From an optimization exercise on the open Yosys and OpenROAD flow, aimed at a short achievable clock period, few clock cycles and low power; shortcuts taken in it are not production practice. RTL that was checked went through simulation tests only; none was proved equivalent to the original. Power is estimated from default activity; no workload was simulated.

==> exp/yarrow <==
## armCore
module armCore (
    input logic clk,
    input logic reset,
    output logic [31:0] adr,
    output logic [31:0] writeData,
    input logic [31:0] readData,
    output logic memWrite
);
clock: 7.5 ns
lec_check: 0
abc_clock_period_in_ps: 2500
cap_margin: 20
core_margin: 2
core_utilization: 40
cts_buf_list: sky130_fd_sc_hd__clkbuf_16
cts_cluster_diameter: 60
cts_cluster_size: 30
setup_slack_margin: 4.0
slew_margin: 20
synth_hierarchical: 1
synth_minimum_keep_size: 0
run.sh (not shown) runs the stock make flow with config.mk's settings and CLKGATE_MAP_FILE= SYNTH_SCRIPT=/design/flow/synth_recipe.tcl, a recipe that flattens the netlist after the stock synthesis.
==> exp/violet (differences from exp/yarrow) <==
--- a/flow/design.v
+++ b/flow/design.v
@@ -181,14 +181,12 @@
                & (dCmd != 4'b0010);
     end
     logic [10:2] fNext;
     assign fNext = (readData[27:26] == 2'b10) ? pcF + 9'd2 + readData[8:0] : pcF + 9'd1;
     always_ff @(posedge clk) begin
-        if (!dStall) begin
-            ir <= readData;
-            dPc <= pcF;
-        end
+        ir <= readData;
+        dPc <= pcF;
     end
     always_ff @(posedge clk or posedge reset) begin
         if (reset) begin
             pcF <= 9'd0;
             dValid <= 1'b0;
@@ -200,11 +198,12 @@
         end else begin
             if (pcLoad) begin
                 pcF <= wbData[10:2];
                 dValid <= 1'b0;
             end else if (dStall) begin
-                dValid <= 1'b1;
+                pcF <= dPc;
+                dValid <= 1'b0;
             end else if (dMiss) begin
                 pcF <= dPc + 9'd1;
                 dValid <= 1'b0;
             end else if (exMem) begin
                 dValid <= 1'b0;
==> exp/delta (differences from exp/yarrow) <==
--- a/flow/design.v
+++ b/flow/design.v
@@ -85,25 +85,25 @@
             default: condTest = 1'b0;
         endcase
     endfunction
     logic [31:0] aluResult;
     logic [32:0] sum;
-    logic newN, newZ, newC, newV;
+    logic newN, newZ, newC, newV, carry31;
     logic zAdd, zSub, zEor, zAnd, zOrr;
-    armAdd32 aluAdd (.a(opA), .b(opB), .cin(exSub), .s(sum));
+    armAdd32 aluAdd (.a(opA), .b(opB), .cin(exSub), .s(sum), .c31(carry31));
     assign aluResult = ({32{exAnd}} & (opA & opB)) | ({32{exEor}} & (opA ^ opB))
                      | ({32{exOrr}} & (opA | opB)) | ({32{exAdd | exSub}} & sum[31:0]);
     assign zAdd = ((opA ^ opB) == {opA[30:0] | opB[30:0], 1'b0});
     assign zSub = &(opA ^ opB);
     assign zEor = ((opA ^ opB) == 32'd0);
     assign zAnd = ((opA & opB) == 32'd0);
     assign zOrr = ((opA | opB) == 32'd0);
     assign newZ = (exAnd & zAnd) | (exEor & zEor) | (exOrr & zOrr) | (exAdd & zAdd)
                 | (exSub & zSub);
-    assign newN = aluResult[31];
+    assign newN = (exAdd | exSub) ? (opA[31] ^ opB[31] ^ carry31) : aluResult[31];
     assign newC = sum[32];
-    assign newV = (opA[31] == opB[31]) & (sum[31] != opA[31]);
+    assign newV = (opA[31] == opB[31]) & (carry31 != opA[31]);
     logic xN, xZ, xC, xV;    
     assign xN = exFlagNZ ? newN : flagN;
     assign xZ = exFlagNZ ? newZ : flagZ;
     assign xC = exFlagCV ? newC : flagC;
     assign xV = exFlagCV ? newV : flagV;
@@ -149,11 +149,16 @@
     armRead16 readA (.d(regView), .s(dRn), .q(dBase));
     armRead16 readB (.d(regView), .s(dRb), .q(dRegB));
     armAdrAdd adrAdd (.base(dBase), .off(ir[11:0]), .s(dAdr));
     assign dStall = dValid & (((dOp == 2'b01) & exWrite & (eRd == dRn))
                   | (isLoad & ((dUseRn & (eRd == dRn)) | (dUseRb & (eRd == dRb)))));
-    assign dPass = condTest(ir[31:28], xN, xZ, xC, xV);
+    logic [15:0] dCondTable;
+    always_comb begin
+        for (int k = 0; k < 16; k++)
+            dCondTable[k] = condTest(ir[31:28], k[3], k[2], k[1], k[0]);
+    end
+    armPass passSel (.t(dCondTable), .n(xN), .z(xZ), .c(xC), .v(xV), .p(dPass));
     assign dGo = dValid & ~dStall & ~pcLoad;
     assign dDp = dGo & dPass & (dOp == 2'b00);
     assign dMem = dGo & dPass & (dOp == 2'b01);
     assign dMiss = dValid & ~pcLoad & (dOp == 2'b10) & ~dPass;
     always_comb begin
@@ -181,14 +186,12 @@
                & (dCmd != 4'b0010);
     end
     logic [10:2] fNext;
     assign fNext = (readData[27:26] == 2'b10) ? pcF + 9'd2 + readData[8:0] : pcF + 9'd1;
     always_ff @(posedge clk) begin
-        if (!dStall) begin
-            ir <= readData;
-            dPc <= pcF;
-        end
+        ir <= readData;
+        dPc <= pcF;
     end
     always_ff @(posedge clk or posedge reset) begin
         if (reset) begin
             pcF <= 9'd0;
             dValid <= 1'b0;
@@ -200,11 +203,12 @@
         end else begin
             if (pcLoad) begin
                 pcF <= wbData[10:2];
                 dValid <= 1'b0;
             end else if (dStall) begin
-                dValid <= 1'b1;
+                pcF <= dPc;
+                dValid <= 1'b0;
             end else if (dMiss) begin
                 pcF <= dPc + 9'd1;
                 dValid <= 1'b0;
             end else if (exMem) begin
                 dValid <= 1'b0;
@@ -245,11 +249,11 @@
     input logic [11:0] off,
     output logic [31:0] s
 );
     logic c12;
     logic [31:12] ones, inc;
-    armKs #(.N(12)) lo (.a(base[11:0]), .b(off), .cin(1'b0), .s(s[11:0]), .cout(c12));
+    armKs #(.N(12)) lo (.a(base[11:0]), .b(off), .cin(1'b0), .s(s[11:0]), .cout(c12), .cmsb());
     always_comb begin
         ones = base[31:12];
         for (int d = 1; d < 20; d = d * 2) begin
             for (int i = 31; i >= 12 + d; i--)
                 ones[i] = ones[i] & ones[i - d];
@@ -260,22 +264,24 @@
 endmodule
 module armAdd32 (
     input logic [31:0] a,
     input logic [31:0] b,
     input logic cin,
-    output logic [32:0] s
+    output logic [32:0] s,
+    output logic c31           
 );
-    armKs #(.N(32)) add (.a(a), .b(b), .cin(cin), .s(s[31:0]), .cout(s[32]));
+    armKs #(.N(32)) add (.a(a), .b(b), .cin(cin), .s(s[31:0]), .cout(s[32]), .cmsb(c31));
 endmodule
 module armKs #(
     parameter int N = 32
 ) (
     input logic [N-1:0] a,
     input logic [N-1:0] b,
     input logic cin,
     output logic [N-1:0] s,
-    output logic cout
+    output logic cout,
+    output logic cmsb          
 );
     localparam int L = $clog2(N);
     logic [N-1:0] p0;
     logic [N-1:0] g [0:L];
     logic [N-1:0] p [0:L];
@@ -293,10 +299,21 @@
             end
         end
     end
     assign s = p0 ^ {g[L][N-2:0], cin};
     assign cout = g[L][N-1];
+    assign cmsb = g[L][N-2];
+endmodule
+module armPass (
+    input logic [15:0] t,
+    input logic n,
+    input logic z,
+    input logic c,
+    input logic v,
+    output logic p
+);
+    assign p = t[{n, z, c, v}];
 endmodule
 module armPg (
     input logic gh,
     input logic ph,
     input logic gl,
==> comparison table <==
Arr. time, crit path: exp/yarrow 4.66 ns; exp/delta 4.67 ns; exp/violet 4.52 ns
Outcome: exp/yarrow timing/DRC/antenna clean; exp/delta timing/DRC/antenna clean; exp/violet timing/DRC/antenna clean
Clock latency of the later-clocked register in the worst-skew pair: exp/yarrow 0.63 ns; exp/delta 0.62 ns; exp/violet 0.64 ns
Pwr/cell area: exp/yarrow 276 nW/um^2; exp/delta 281 nW/um^2; exp/violet 275 nW/um^2
Sequential group power: exp/yarrow 4620 uW; exp/delta 4750 uW; exp/violet 4610 uW
Multi-input gate area in the final layout: exp/yarrow 17,600 sq um; exp/delta 17,700 sq um; exp/violet 17,600 sq um
Pin count of the biggest net entering global routing: exp/yarrow 74; exp/delta 71; exp/violet 56
Cell kind with the greatest summed area: exp/yarrow registers; exp/delta multi-input combinational cells; exp/violet multi-input combinational cells
Total number of sequential cells: exp/yarrow 614; exp/delta 626; exp/violet 614
Number of vias per cell: exp/yarrow 6.18; exp/delta 6.20; exp/violet 6.14
Post-Synthesis Cell Area: exp/yarrow 34,900 sq um; exp/delta 34,800 sq um; exp/violet 34,500 sq um
Number of placed cells counting well taps: exp/yarrow 3,770; exp/delta 3,788; exp/violet 3,788
Routability-driven placement congestion ratio: exp/yarrow 1.02; exp/delta 1.07; exp/violet 0.994
Final total power: exp/yarrow 11,400 uW; exp/delta 11,400 uW; exp/violet 11,200 uW
Peak clock frequency supported by timing: exp/yarrow 240 MHz; exp/delta 239 MHz; exp/violet 251 MHz
Mean routed wirelength per cell: exp/yarrow 31.2 um; exp/delta 29.5 um; exp/violet 30.7 um
Total clock sinks: exp/yarrow 614; exp/delta 626; exp/violet 614
Share of power burned in combinational logic: exp/yarrow 0.362; exp/delta 0.371; exp/violet 0.353
Iter 0 DRT Violations: exp/yarrow 2,783; exp/delta 2,760; exp/violet 2,771
Final worst path period share: exp/yarrow 0.556; exp/delta 0.559; exp/violet 0.531
R2r worst-path depth: exp/yarrow 13; exp/delta 18; exp/violet 18
Most frequent cell on the critical path: exp/yarrow nor3_1; exp/delta a21o_4; exp/violet a21o_1
No run of this note included a check of the RTL's function; only the layout flow was run.

========
==> inputs of build 44 <==
==> flow/design.v <==
`default_nettype none
package armPkg;
    localparam int wordWidth = 32;
    localparam int regAddrWidth = 4;
    typedef logic [wordWidth-1:0] word_t;        
    typedef logic [regAddrWidth-1:0] regAddr_t;
    typedef logic [3:0] flags_t;                 
    typedef logic [3:0] cond_t;
    typedef logic [2:0] aluOp_t;
    typedef logic [1:0] immSrc_t;
    typedef enum logic [3:0] {
        FETCH,
        DECODE,
        MEMADR,
        MEMRD,
        MEMWB,
        MEMWR,
        EXECUTER,
        EXECUTEI,
        ALUWB,
        BRANCH
    } ctrlState_t;
    localparam regAddr_t pcReg = 4'd15;
    localparam word_t pcStep = 32'd4;
    localparam logic [1:0] opDataProc = 2'b00;
    localparam logic [1:0] opMemory = 2'b01;
    localparam logic [1:0] opBranch = 2'b10;
    localparam logic [3:0] cmdAnd = 4'b0000;
    localparam logic [3:0] cmdEor = 4'b0001;
    localparam logic [3:0] cmdSub = 4'b0010;
    localparam logic [3:0] cmdAdd = 4'b0100;
    localparam logic [3:0] cmdOrr = 4'b1100;
    localparam aluOp_t aluAdd = 3'd0;
    localparam aluOp_t aluSub = 3'd1;
    localparam aluOp_t aluAnd = 3'd2;
    localparam aluOp_t aluOrr = 3'd3;
    localparam aluOp_t aluEor = 3'd4;
    localparam immSrc_t immDp8 = 2'b00;      
    localparam immSrc_t immMem12 = 2'b01;    
    localparam immSrc_t immBranch = 2'b10;   
endpackage
`default_nettype wire
`timescale 1ns/1ps
`default_nettype none
module armCore (
    input logic clk,
    input logic reset,
    output logic [31:0] adr,
    output logic [31:0] writeData,
    input logic [31:0] readData,
    output logic memWrite
);
    logic [10:2] pc;         
    logic [31:0] ir;
    logic [31:0] opA, opB;
    logic exDp;              
    logic exMem;             
    logic exStore;           
    logic exBr;              
    logic exSeq;             
    logic flagN, flagZ, flagC, flagV;
    logic [31:0] regs [0:14];
    function automatic logic condTest(input logic [3:0] c, input logic n, input logic z,
                                      input logic cf, input logic v);
        case (c)
            4'b0000: condTest = z;
            4'b0001: condTest = ~z;
            4'b0010: condTest = cf;
            4'b0011: condTest = ~cf;
            4'b0100: condTest = n;
            4'b0101: condTest = ~n;
            4'b0110: condTest = v;
            4'b0111: condTest = ~v;
            4'b1000: condTest = cf & ~z;
            4'b1001: condTest = ~cf | z;
            4'b1010: condTest = (n == v);
            4'b1011: condTest = (n != v);
            4'b1100: condTest = ~z & (n == v);
            4'b1101: condTest = z | (n != v);
            4'b1110: condTest = 1'b1;
            default: condTest = 1'b0;
        endcase
    endfunction
    logic [3:0] rd;
    logic loadBit;
    assign loadBit = ir[20];
    assign rd = ir[15:12];
    logic exAnd, exEor, exOrr, exAdd, exSub;     
    logic exFlagNZ, exFlagCV;                    
    logic [31:0] aluResult;
    logic [32:0] sum;
    logic newN, newZ, newC, newV;
    logic zAdd, zSub, zEor, zAnd, zOrr;
    armAdd32 aluAdd (.a(opA), .b(opB), .cin(exSub), .s(sum));
    assign aluResult = ({32{exAnd}} & (opA & opB)) | ({32{exEor}} & (opA ^ opB))
                     | ({32{exOrr}} & (opA | opB)) | ({32{exAdd | exSub}} & sum[31:0]);
    assign zAdd = ((opA ^ opB) == {opA[30:0] | opB[30:0], 1'b0});
    assign zSub = &(opA ^ opB);
    assign zEor = ((opA ^ opB) == 32'd0);
    assign zAnd = ((opA & opB) == 32'd0);
    assign zOrr = ((opA | opB) == 32'd0);
    assign newZ = (exAnd & zAnd) | (exEor & zEor) | (exOrr & zOrr) | (exAdd & zAdd)
                | (exSub & zSub);
    assign newN = aluResult[31];
    assign newC = sum[32];
    assign newV = (opA[31] == opB[31]) & (sum[31] != opA[31]);
    logic xN, xZ, xC, xV;    
    assign xN = exFlagNZ ? newN : flagN;
    assign xZ = exFlagNZ ? newZ : flagZ;
    assign xC = exFlagCV ? newC : flagC;
    assign xV = exFlagCV ? newV : flagV;
    logic isLoad, regWrite, pcLoad, exWrite;
    logic [31:0] wbData;
    logic [10:2] fetchAdr;
    assign isLoad = exMem & loadBit;
    assign fetchAdr = exBr ? opA[10:2] : pc;
    assign adr[31:11] = {opA[31:12], exMem & opA[11]};
    assign adr[10:2] = exSeq ? pc : opA[10:2];
    assign adr[1:0] = opA[1:0];
    assign writeData = opB;
    assign memWrite = exStore;
    assign wbData = isLoad ? readData : aluResult;
    assign regWrite = exDp | isLoad;
    assign pcLoad = regWrite & (rd == 4'd15);
    assign exWrite = exDp & (rd != 4'd15);    
    always_ff @(posedge clk) begin
        if (regWrite && rd != 4'd15)
            regs[rd] <= wbData;
    end
    logic [3:0] fRn, fRm, fRd, fRb, fCmd;
    logic fSub;
    logic [1:0] fOp;
    logic fImm, fHazard, fValid, fPass;
    logic fDp, fMem, fBr;
    logic [11:2] fR15;
    logic [31:0] fA, fB, fBase, fRegB;
    logic [511:0] regView;    
    always_comb begin
        for (int r = 0; r < 15; r++)
            regView[32 * r +: 32] = regs[r];
        regView[511:480] = {20'd0, fR15, 2'b00};
    end
    armRead16 readA (.d(regView), .s(fRn), .q(fBase));
    armRead16 readB (.d(regView), .s(fRb), .q(fRegB));
    logic [32:0] fAdr;
    assign fOp = readData[27:26];
    assign fRn = readData[19:16];
    assign fRd = readData[15:12];
    assign fRm = readData[3:0];
    assign fCmd = readData[24:21];
    assign fSub = (fOp == 2'b00) & (fCmd == 4'b0010);
    assign fRb = (fOp == 2'b01) ? fRd : fRm;
    assign fImm = (fOp == 2'b00) & readData[25];
    assign fR15 = {1'b0, fetchAdr} + 10'd2;
    assign fHazard = (fOp == 2'b01) & exWrite & (rd == fRn);
    assign fValid = ~(exMem | pcLoad | fHazard);
    assign fPass = fValid & condTest(readData[31:28], xN, xZ, xC, xV);
    assign fDp = fPass & (fOp == 2'b00);
    assign fMem = fPass & (fOp == 2'b01);
    assign fBr = fPass & (fOp == 2'b10);
    armAdrAdd adrAdd (.base(fBase), .off(readData[11:0]), .s(fAdr[31:0]));
    assign fAdr[32] = 1'b0;
    always_comb begin
        if (exWrite && rd == fRn)
            fA = aluResult;
        else
            fA = fBase;
        if (fImm)
            fB = {24'd0, readData[7:0]};
        else if (exWrite && rd == fRb)
            fB = aluResult;
        else
            fB = fRegB;
    end
    always_ff @(posedge clk) begin
        ir <= readData;
        case (fOp)
            2'b01: opA <= fAdr[31:0];
            2'b10: opA <= {21'd0, fetchAdr + 9'd2 + readData[8:0], 2'b00};   
            default: opA <= fA;
        endcase
        opB <= fSub ? ~fB : fB;
        exAnd <= (fCmd == 4'b0000);
        exEor <= (fCmd == 4'b0001);
        exOrr <= (fCmd == 4'b1100);
        exSub <= (fCmd == 4'b0010);
        exAdd <= (fCmd != 4'b0000) & (fCmd != 4'b0001) & (fCmd != 4'b1100)
               & (fCmd != 4'b0010);
    end
    always_ff @(posedge clk or posedge reset) begin
        if (reset) begin
            pc <= 9'd0;
            exDp <= 1'b0;
            exFlagNZ <= 1'b0;
            exFlagCV <= 1'b0;
            exMem <= 1'b0;
            exStore <= 1'b0;
            exBr <= 1'b0;
            exSeq <= 1'b1;
        end else begin
            if (pcLoad)
                pc <= wbData[10:2];
            else if (!exMem)
                pc <= fHazard ? fetchAdr : fetchAdr + 9'd1;
            exDp <= fDp;
            exFlagNZ <= fDp & readData[20];
            exFlagCV <= fDp & readData[20] & ((fCmd == 4'b0100) | (fCmd == 4'b0010));
            exMem <= fMem;
            exStore <= fMem & ~readData[20];
            exBr <= fBr;
            exSeq <= ~(fMem | fBr);
        end
    end
    always_ff @(posedge clk or posedge reset) begin
        if (reset) begin
            flagN <= 1'b0;
            flagZ <= 1'b0;
            flagC <= 1'b0;
            flagV <= 1'b0;
        end else begin
            flagN <= xN;
            flagZ <= xZ;
            flagC <= xC;
            flagV <= xV;
        end
    end
endmodule
module armRead16 (
    input logic [511:0] d,
    input logic [3:0] s,
    output logic [31:0] q
);
    assign q = d[32 * s +: 32];
endmodule
module armAdrAdd (
    input logic [31:0] base,
    input logic [11:0] off,
    output logic [31:0] s
);
    logic c12;
    logic [31:12] ones, inc;
    armKs #(.N(12)) lo (.a(base[11:0]), .b(off), .cin(1'b0), .s(s[11:0]), .cout(c12));
    always_comb begin
        ones = base[31:12];
        for (int d = 1; d < 20; d = d * 2) begin
            for (int i = 31; i >= 12 + d; i--)
                ones[i] = ones[i] & ones[i - d];
        end
        inc = base[31:12] ^ {ones[30:12], 1'b1};
    end
    assign s[31:12] = c12 ? inc : base[31:12];
endmodule
module armAdd32 (
    input logic [31:0] a,
    input logic [31:0] b,
    input logic cin,
    output logic [32:0] s
);
    armKs #(.N(32)) add (.a(a), .b(b), .cin(cin), .s(s[31:0]), .cout(s[32]));
endmodule
module armKs #(
    parameter int N = 32
) (
    input logic [N-1:0] a,
    input logic [N-1:0] b,
    input logic cin,
    output logic [N-1:0] s,
    output logic cout
);
    localparam int L = $clog2(N);
    logic [N-1:0] p0;
    logic [N-1:0] g [0:L];
    logic [N-1:0] p [0:L];
    assign p0 = a ^ b;
    assign g[0] = (a & b) | {{(N - 1){1'b0}}, p0[0] & cin};
    assign p[0] = p0;
    for (genvar l = 0; l < L; l++) begin : level
        for (genvar i = 0; i < N; i++) begin : bit_
            if (i >= (1 << l)) begin : node
                armPg pg (.gh(g[l][i]), .ph(p[l][i]), .gl(g[l][i - (1 << l)]),
                          .pl(p[l][i - (1 << l)]), .g(g[l + 1][i]), .p(p[l + 1][i]));
            end else begin : pass
                assign g[l + 1][i] = g[l][i];
                assign p[l + 1][i] = p[l][i];
            end
        end
    end
    assign s = p0 ^ {g[L][N-2:0], cin};
    assign cout = g[L][N-1];
endmodule
module armPg (
    input logic gh,
    input logic ph,
    input logic gl,
    input logic pl,
    output logic g,
    output logic p
);
    assign g = gh | (ph & gl);
    assign p = ph & pl;
endmodule
`default_nettype wire
==> flow/run.sh <==
#!/bin/bash
# synth_recipe.tcl (not shown) runs the flow's synth.tcl, then flattens the netlist and writes it again
# the make line also repeats each setting of config.mk as NAME=value (left out here)
make -C /OpenROAD-flow-scripts/flow DESIGN_CONFIG=/design/flow/config.mk WORK_HOME=/design/flow/orfs CLKGATE_MAP_FILE= SYNTH_SCRIPT=/design/flow/synth_recipe.tcl finish
==> flow/config.mk <==
export PLATFORM = sky130hd
export DESIGN_NAME = armCore
export DESIGN_NICKNAME = armCore
export VERILOG_FILES = /design/flow/design.v
export SDC_FILE = /design/flow/constraint.sdc
export NUM_CORES = 4
export LEC_CHECK = 0
export ABC_CLOCK_PERIOD_IN_PS = 2500
export CAP_MARGIN = 20
export CORE_MARGIN = 2
export CORE_UTILIZATION = 40
export CTS_BUF_LIST = sky130_fd_sc_hd__clkbuf_16
export CTS_CLUSTER_DIAMETER = 60
export CTS_CLUSTER_SIZE = 30
export SETUP_SLACK_MARGIN = 4.0
export SLEW_MARGIN = 20
export SYNTH_HIERARCHICAL = 1
export SYNTH_MINIMUM_KEEP_SIZE = 0
==> flow/constraint.sdc <==
create_clock -name core_clock -period 7.5 [get_ports {clk}]
set_input_delay 1.5000 -clock core_clock [delete_from_list [all_inputs] [get_ports {clk}]]
set_output_delay 1.5000 -clock core_clock [all_outputs]
set_load 0.01 [all_outputs]
==> inputs of trial 19, as changes to build 44 <==
--- a/flow/design.v
+++ b/flow/design.v
@@ -51,6 +51,7 @@
     output logic memWrite
 );
     logic [10:2] pc;         
+    logic [11:2] pcR15;      
     logic [31:0] ir;
     logic [31:0] opA, opB;
     logic exDp;              
@@ -89,9 +90,9 @@
     logic exFlagNZ, exFlagCV;                    
     logic [31:0] aluResult;
     logic [32:0] sum;
-    logic newN, newZ, newC, newV;
+    logic newN, newZ, newC, newV, carry31;
     logic zAdd, zSub, zEor, zAnd, zOrr;
-    armAdd32 aluAdd (.a(opA), .b(opB), .cin(exSub), .s(sum));
+    armAdd32 aluAdd (.a(opA), .b(opB), .cin(exSub), .s(sum), .c31(carry31));
     assign aluResult = ({32{exAnd}} & (opA & opB)) | ({32{exEor}} & (opA ^ opB))
                      | ({32{exOrr}} & (opA | opB)) | ({32{exAdd | exSub}} & sum[31:0]);
     assign zAdd = ((opA ^ opB) == {opA[30:0] | opB[30:0], 1'b0});
@@ -101,9 +102,9 @@
     assign zOrr = ((opA | opB) == 32'd0);
     assign newZ = (exAnd & zAnd) | (exEor & zEor) | (exOrr & zOrr) | (exAdd & zAdd)
                 | (exSub & zSub);
-    assign newN = aluResult[31];
+    assign newN = (exAdd | exSub) ? (opA[31] ^ opB[31] ^ carry31) : aluResult[31];
     assign newC = sum[32];
-    assign newV = (opA[31] == opB[31]) & (sum[31] != opA[31]);
+    assign newV = (opA[31] == opB[31]) & (carry31 != opA[31]);
     logic xN, xZ, xC, xV;    
     assign xN = exFlagNZ ? newN : flagN;
     assign xZ = exFlagNZ ? newZ : flagZ;
@@ -130,7 +131,7 @@
     logic [3:0] fRn, fRm, fRd, fRb, fCmd;
     logic fSub;
     logic [1:0] fOp;
-    logic fImm, fHazard, fValid, fPass;
+    logic fImm, fHazard, fValid;
     logic fDp, fMem, fBr;
     logic [11:2] fR15;
     logic [31:0] fA, fB, fBase, fRegB;
@@ -148,16 +149,35 @@
     assign fRd = readData[15:12];
     assign fRm = readData[3:0];
     assign fCmd = readData[24:21];
-    assign fSub = (fOp == 2'b00) & (fCmd == 4'b0010);
-    assign fRb = (fOp == 2'b01) ? fRd : fRm;
-    assign fImm = (fOp == 2'b00) & readData[25];
-    assign fR15 = {1'b0, fetchAdr} + 10'd2;
-    assign fHazard = (fOp == 2'b01) & exWrite & (rd == fRn);
+    assign fSub = ~fOp[0] & (fCmd == 4'b0010);
+    assign fRb = fOp[0] ? fRd : fRm;
+    assign fImm = ~fOp[0] & readData[25];
+    assign fR15 = pcR15;
+    logic fReadsR15;
+    assign fReadsR15 = (((fOp == 2'b00) | (fOp == 2'b01)) & (fRn == 4'd15))
+                     | ((((fOp == 2'b00) & ~readData[25]) | ((fOp == 2'b01) & ~readData[20]))
+                        & (fRb == 4'd15));
+    assign fHazard = ((fOp == 2'b01) & exWrite & (rd == fRn)) | (exBr & fReadsR15);
     assign fValid = ~(exMem | pcLoad | fHazard);
-    assign fPass = fValid & condTest(readData[31:28], xN, xZ, xC, xV);
-    assign fDp = fPass & (fOp == 2'b00);
-    assign fMem = fPass & (fOp == 2'b01);
-    assign fBr = fPass & (fOp == 2'b10);
+    logic [15:0] fCondTable;
+    logic fCond;
+    always_comb begin
+        for (int k = 0; k < 16; k++)
+            fCondTable[k] = condTest(readData[31:28], k[3], k[2], k[1], k[0]);
+    end
+    armPass passSel (.t(fCondTable), .n(xN), .z(xZ), .c(xC), .v(xV), .p(fCond));
+    assign fDp = fValid & (fOp == 2'b00);
+    assign fMem = fValid & (fOp == 2'b01);
+    assign fBr = fValid & (fOp == 2'b10);
+    logic nextDp, nextFlagNZ, nextFlagCV, nextMem, nextStore, nextBr, nextSeq;
+    armAnd2 gDp (.a(fCond), .b(fDp), .y(nextDp));
+    armAnd2 gFlagNZ (.a(fCond), .b(fDp & readData[20]), .y(nextFlagNZ));
+    armAnd2 gFlagCV (.a(fCond), .b(fDp & readData[20] & ((fCmd == 4'b0100) | (fCmd == 4'b0010))),
+                     .y(nextFlagCV));
+    armAnd2 gMem (.a(fCond), .b(fMem), .y(nextMem));
+    armAnd2 gStore (.a(fCond), .b(fMem & ~readData[20]), .y(nextStore));
+    armAnd2 gBr (.a(fCond), .b(fBr), .y(nextBr));
+    armNand2 gSeq (.a(fCond), .b(fMem | fBr), .y(nextSeq));
     armAdrAdd adrAdd (.base(fBase), .off(readData[11:0]), .s(fAdr[31:0]));
     assign fAdr[32] = 1'b0;
     always_comb begin
@@ -190,6 +210,7 @@
     always_ff @(posedge clk or posedge reset) begin
         if (reset) begin
             pc <= 9'd0;
+            pcR15 <= 10'd2;
             exDp <= 1'b0;
             exFlagNZ <= 1'b0;
             exFlagCV <= 1'b0;
@@ -198,17 +219,20 @@
             exBr <= 1'b0;
             exSeq <= 1'b1;
         end else begin
-            if (pcLoad)
+            if (pcLoad) begin
                 pc <= wbData[10:2];
-            else if (!exMem)
+                pcR15 <= {1'b0, wbData[10:2]} + 10'd2;
+            end else if (!exMem) begin
                 pc <= fHazard ? fetchAdr : fetchAdr + 9'd1;
-            exDp <= fDp;
-            exFlagNZ <= fDp & readData[20];
-            exFlagCV <= fDp & readData[20] & ((fCmd == 4'b0100) | (fCmd == 4'b0010));
-            exMem <= fMem;
-            exStore <= fMem & ~readData[20];
-            exBr <= fBr;
-            exSeq <= ~(fMem | fBr);
+                pcR15 <= {1'b0, fetchAdr} + (fHazard ? 10'd2 : 10'd3);
+            end
+            exDp <= nextDp;
+            exFlagNZ <= nextFlagNZ;
+            exFlagCV <= nextFlagCV;
+            exMem <= nextMem;
+            exStore <= nextStore;
+            exBr <= nextBr;
+            exSeq <= nextSeq;
         end
     end
     always_ff @(posedge clk or posedge reset) begin
@@ -238,25 +262,33 @@
     output logic [31:0] s
 );
     logic c12;
-    logic [31:12] ones, inc;
-    armKs #(.N(12)) lo (.a(base[11:0]), .b(off), .cin(1'b0), .s(s[11:0]), .cout(c12));
-    always_comb begin
-        ones = base[31:12];
-        for (int d = 1; d < 20; d = d * 2) begin
-            for (int i = 31; i >= 12 + d; i--)
-                ones[i] = ones[i] & ones[i - d];
+    logic [31:12] ones [0:5];    
+    armKs #(.N(12)) lo (.a(base[11:0]), .b(off), .cin(1'b0), .s(s[11:0]), .cout(c12), .cmsb());
+    assign ones[0][12] = 1'b1;
+    assign ones[0][31:13] = base[30:12];
+    for (genvar l = 0; l < 5; l++) begin : level
+        for (genvar i = 12; i < 32; i++) begin : bit_
+            if (i - 12 >= (1 << l)) begin : node
+                armAnd2 a (.a(ones[l][i]), .b(ones[l][i - (1 << l)]), .y(ones[l + 1][i]));
+            end else begin : pass
+                assign ones[l + 1][i] = ones[l][i];
+            end
         end
-        inc = base[31:12] ^ {ones[30:12], 1'b1};
     end
-    assign s[31:12] = c12 ? inc : base[31:12];
+    for (genvar i = 12; i < 32; i++) begin : hi
+        logic carry;
+        armAnd2 c (.a(c12), .b(ones[5][i]), .y(carry));
+        assign s[i] = base[i] ^ carry;
+    end
 endmodule
 module armAdd32 (
     input logic [31:0] a,
     input logic [31:0] b,
     input logic cin,
-    output logic [32:0] s
+    output logic [32:0] s,
+    output logic c31           
 );
-    armKs #(.N(32)) add (.a(a), .b(b), .cin(cin), .s(s[31:0]), .cout(s[32]));
+    armKs #(.N(32)) add (.a(a), .b(b), .cin(cin), .s(s[31:0]), .cout(s[32]), .cmsb(c31));
 endmodule
 module armKs #(
     parameter int N = 32
@@ -265,7 +297,8 @@
     input logic [N-1:0] b,
     input logic cin,
     output logic [N-1:0] s,
-    output logic cout
+    output logic cout,
+    output logic cmsb          
 );
     localparam int L = $clog2(N);
     logic [N-1:0] p0;
@@ -287,6 +320,31 @@
     end
     assign s = p0 ^ {g[L][N-2:0], cin};
     assign cout = g[L][N-1];
+    assign cmsb = g[L][N-2];
+endmodule
+module armPass (
+    input logic [15:0] t,
+    input logic n,
+    input logic z,
+    input logic c,
+    input logic v,
+    output logic p
+);
+    assign p = t[{n, z, c, v}];
+endmodule
+module armAnd2 (
+    input logic a,
+    input logic b,
+    output logic y
+);
+    assign y = a & b;
+endmodule
+module armNand2 (
+    input logic a,
+    input logic b,
+    output logic y
+);
+    assign y = ~(a & b);
 endmodule
 module armPg (
     input logic gh,
ABC_AREA = 1   (was not set)
CORE_UTILIZATION = 60   (was 40)
PLACE_DENSITY = 0.75   (was not set)
SETUP_SLACK_MARGIN = 3.5   (was 4.0)
==> inputs of trial 31, as changes to build 44 <==
--- a/flow/design.v
+++ b/flow/design.v
@@ -237,18 +237,28 @@
     input logic [11:0] off,
     output logic [31:0] s
 );
-    logic c12;
+    logic [11:0] p, g, gg, pp;
     logic [31:12] ones, inc;
-    armKs #(.N(12)) lo (.a(base[11:0]), .b(off), .cin(1'b0), .s(s[11:0]), .cout(c12));
-    always_comb begin
+    always_comb begin
+        p = base[11:0] ^ off;
+        g = base[11:0] & off;
+        gg = g;
+        pp = p;
+        for (int d = 1; d < 12; d = d * 2) begin
+            for (int i = 11; i >= d; i--) begin
+                gg[i] = gg[i] | (pp[i] & gg[i - d]);
+                pp[i] = pp[i] & pp[i - d];
+            end
+        end
         ones = base[31:12];
         for (int d = 1; d < 20; d = d * 2) begin
             for (int i = 31; i >= 12 + d; i--)
                 ones[i] = ones[i] & ones[i - d];
         end
         inc = base[31:12] ^ {ones[30:12], 1'b1};
-    end
-    assign s[31:12] = c12 ? inc : base[31:12];
+        s[11:0] = p ^ {gg[10:0], 1'b0};
+        s[31:12] = gg[11] ? inc : base[31:12];
+    end
 endmodule
 module armAdd32 (
     input logic [31:0] a,
@@ -256,47 +266,20 @@
     input logic cin,
     output logic [32:0] s
 );
-    armKs #(.N(32)) add (.a(a), .b(b), .cin(cin), .s(s[31:0]), .cout(s[32]));
-endmodule
-module armKs #(
-    parameter int N = 32
-) (
-    input logic [N-1:0] a,
-    input logic [N-1:0] b,
-    input logic cin,
-    output logic [N-1:0] s,
-    output logic cout
-);
-    localparam int L = $clog2(N);
-    logic [N-1:0] p0;
-    logic [N-1:0] g [0:L];
-    logic [N-1:0] p [0:L];
-    assign p0 = a ^ b;
-    assign g[0] = (a & b) | {{(N - 1){1'b0}}, p0[0] & cin};
-    assign p[0] = p0;
-    for (genvar l = 0; l < L; l++) begin : level
-        for (genvar i = 0; i < N; i++) begin : bit_
-            if (i >= (1 << l)) begin : node
-                armPg pg (.gh(g[l][i]), .ph(p[l][i]), .gl(g[l][i - (1 << l)]),
-                          .pl(p[l][i - (1 << l)]), .g(g[l + 1][i]), .p(p[l + 1][i]));
-            end else begin : pass
-                assign g[l + 1][i] = g[l][i];
-                assign p[l + 1][i] = p[l][i];
+    logic [31:0] p, g, gg, pp;
+    always_comb begin
+        p = a ^ b;
+        g = a & b;
+        g[0] = g[0] | (p[0] & cin);
+        gg = g;
+        pp = p;
+        for (int d = 1; d < 32; d = d * 2) begin
+            for (int i = 31; i >= d; i--) begin
+                gg[i] = gg[i] | (pp[i] & gg[i - d]);
+                pp[i] = pp[i] & pp[i - d];
             end
         end
-    end
-    assign s = p0 ^ {g[L][N-2:0], cin};
-    assign cout = g[L][N-1];
-endmodule
-module armPg (
-    input logic gh,
-    input logic ph,
-    input logic gl,
-    input logic pl,
-    output logic g,
-    output logic p
-);
-    assign g = gh | (ph & gl);
-    assign p = ph & pl;
+        s = {gg[31], p ^ {gg[30:0], cin}};
+    end
 endmodule
 `default_nettype wire
CORE_UTILIZATION = 60   (was 40)
PLACE_DENSITY = 0.75   (was not set)
SETUP_SLACK_MARGIN = 3.5   (was 4.0)
==> summary of the runs <==
- The highest final area belongs to trial 19, the lowest to trial 31.
- In build 44 the wire length is smaller than in trial 19, by about 16%.
- The highest via count belongs to trial 19, the lowest to build 44.
- Against trial 31, the sequential share of layout area of trial 19 is lower by 6.8 points.
==> figures <==
Overall die area: trial 19 73,700 um2; build 44 85,900 um2; trial 31 57,000 um2
Design Power: trial 19 11.4 mW; build 44 10.8 mW; trial 31 10.4 mW
Cell type with the highest occurrence count on the critical path: trial 19 sky130_fd_sc_hd__nand2_1; build 44 sky130_fd_sc_hd__and2_4; trial 31 -
Met1 Resource Use GR: trial 19 0.546; build 44 0.368; trial 31 0.538
WL per Instance: trial 19 20.3 um; build 44 33.1 um; trial 31 34.0 um
Number of clock buffer instances in the layout: trial 19 51; build 44 46; trial 31 42
Run status: trial 19 timing/DRC/antenna clean; build 44 timing/DRC/antenna clean; trial 31 timing/DRC/antenna clean
Post-DR vias/cell: trial 19 5.55; build 44 6.30; trial 31 7.35
Ratio of cells with drive above 1 in the final layout: trial 19 0.0452; build 44 0.277; trial 31 0.256
Number of CTS-inserted buffers: trial 19 50; build 44 46; trial 31 41
Testbench counts of trial 31, summed over its fixed seeds: cycles 79,078.
No functional check of the RTL was part of build 44 and trial 19.

separate check: timing with driven ports:
No port has a modelled driver above. Below, the same layouts with a new extraction and two added sets of constraints.
Step 1: set_driving_cell puts a clkbuf_16 on clk and a buf_2 on each other input, an assumption about the parent block.
Step 2 moves the port delays by t, midway between the first and last clock arrival at a register: inputs arrive t later, outputs are due t later. That takes back most of the time a late clock gives input paths.
Three values: ideal, step 1, step 2; two values: the first two.
run | shift t [ns] | setup slack, ns | hold slack, ns
exp/yarrow | 0.677 | 3.332 / 3.332 / 2.919 | 0.393 / 0.393 / 0.393
exp/violet | 0.677 | 3.515 / 3.515 / 2.993 | 0.389 / 0.389 / 0.389
exp/delta | 0.666 | 3.310 / 3.310 / 2.788 | 0.408 / 0.408 / 0.408
build 44 | 0.666 | 3.122 / 2.952 / 2.286 | 0.543 / 0.543 / 0.543
trial 19 | 0.711 | 3.559 / 3.556 / 2.887 | 0.539 / 0.539 / 0.539
trial 31 | 0.663 | 3.256 / 3.063 / 2.400 | 0.621 / 0.621 / 0.621
After both steps every run listed still meets setup and hold. For trial 31, which loses most, drivers alone change the setup slack by -0.193 ns; drivers and shift together by -0.856 ns.
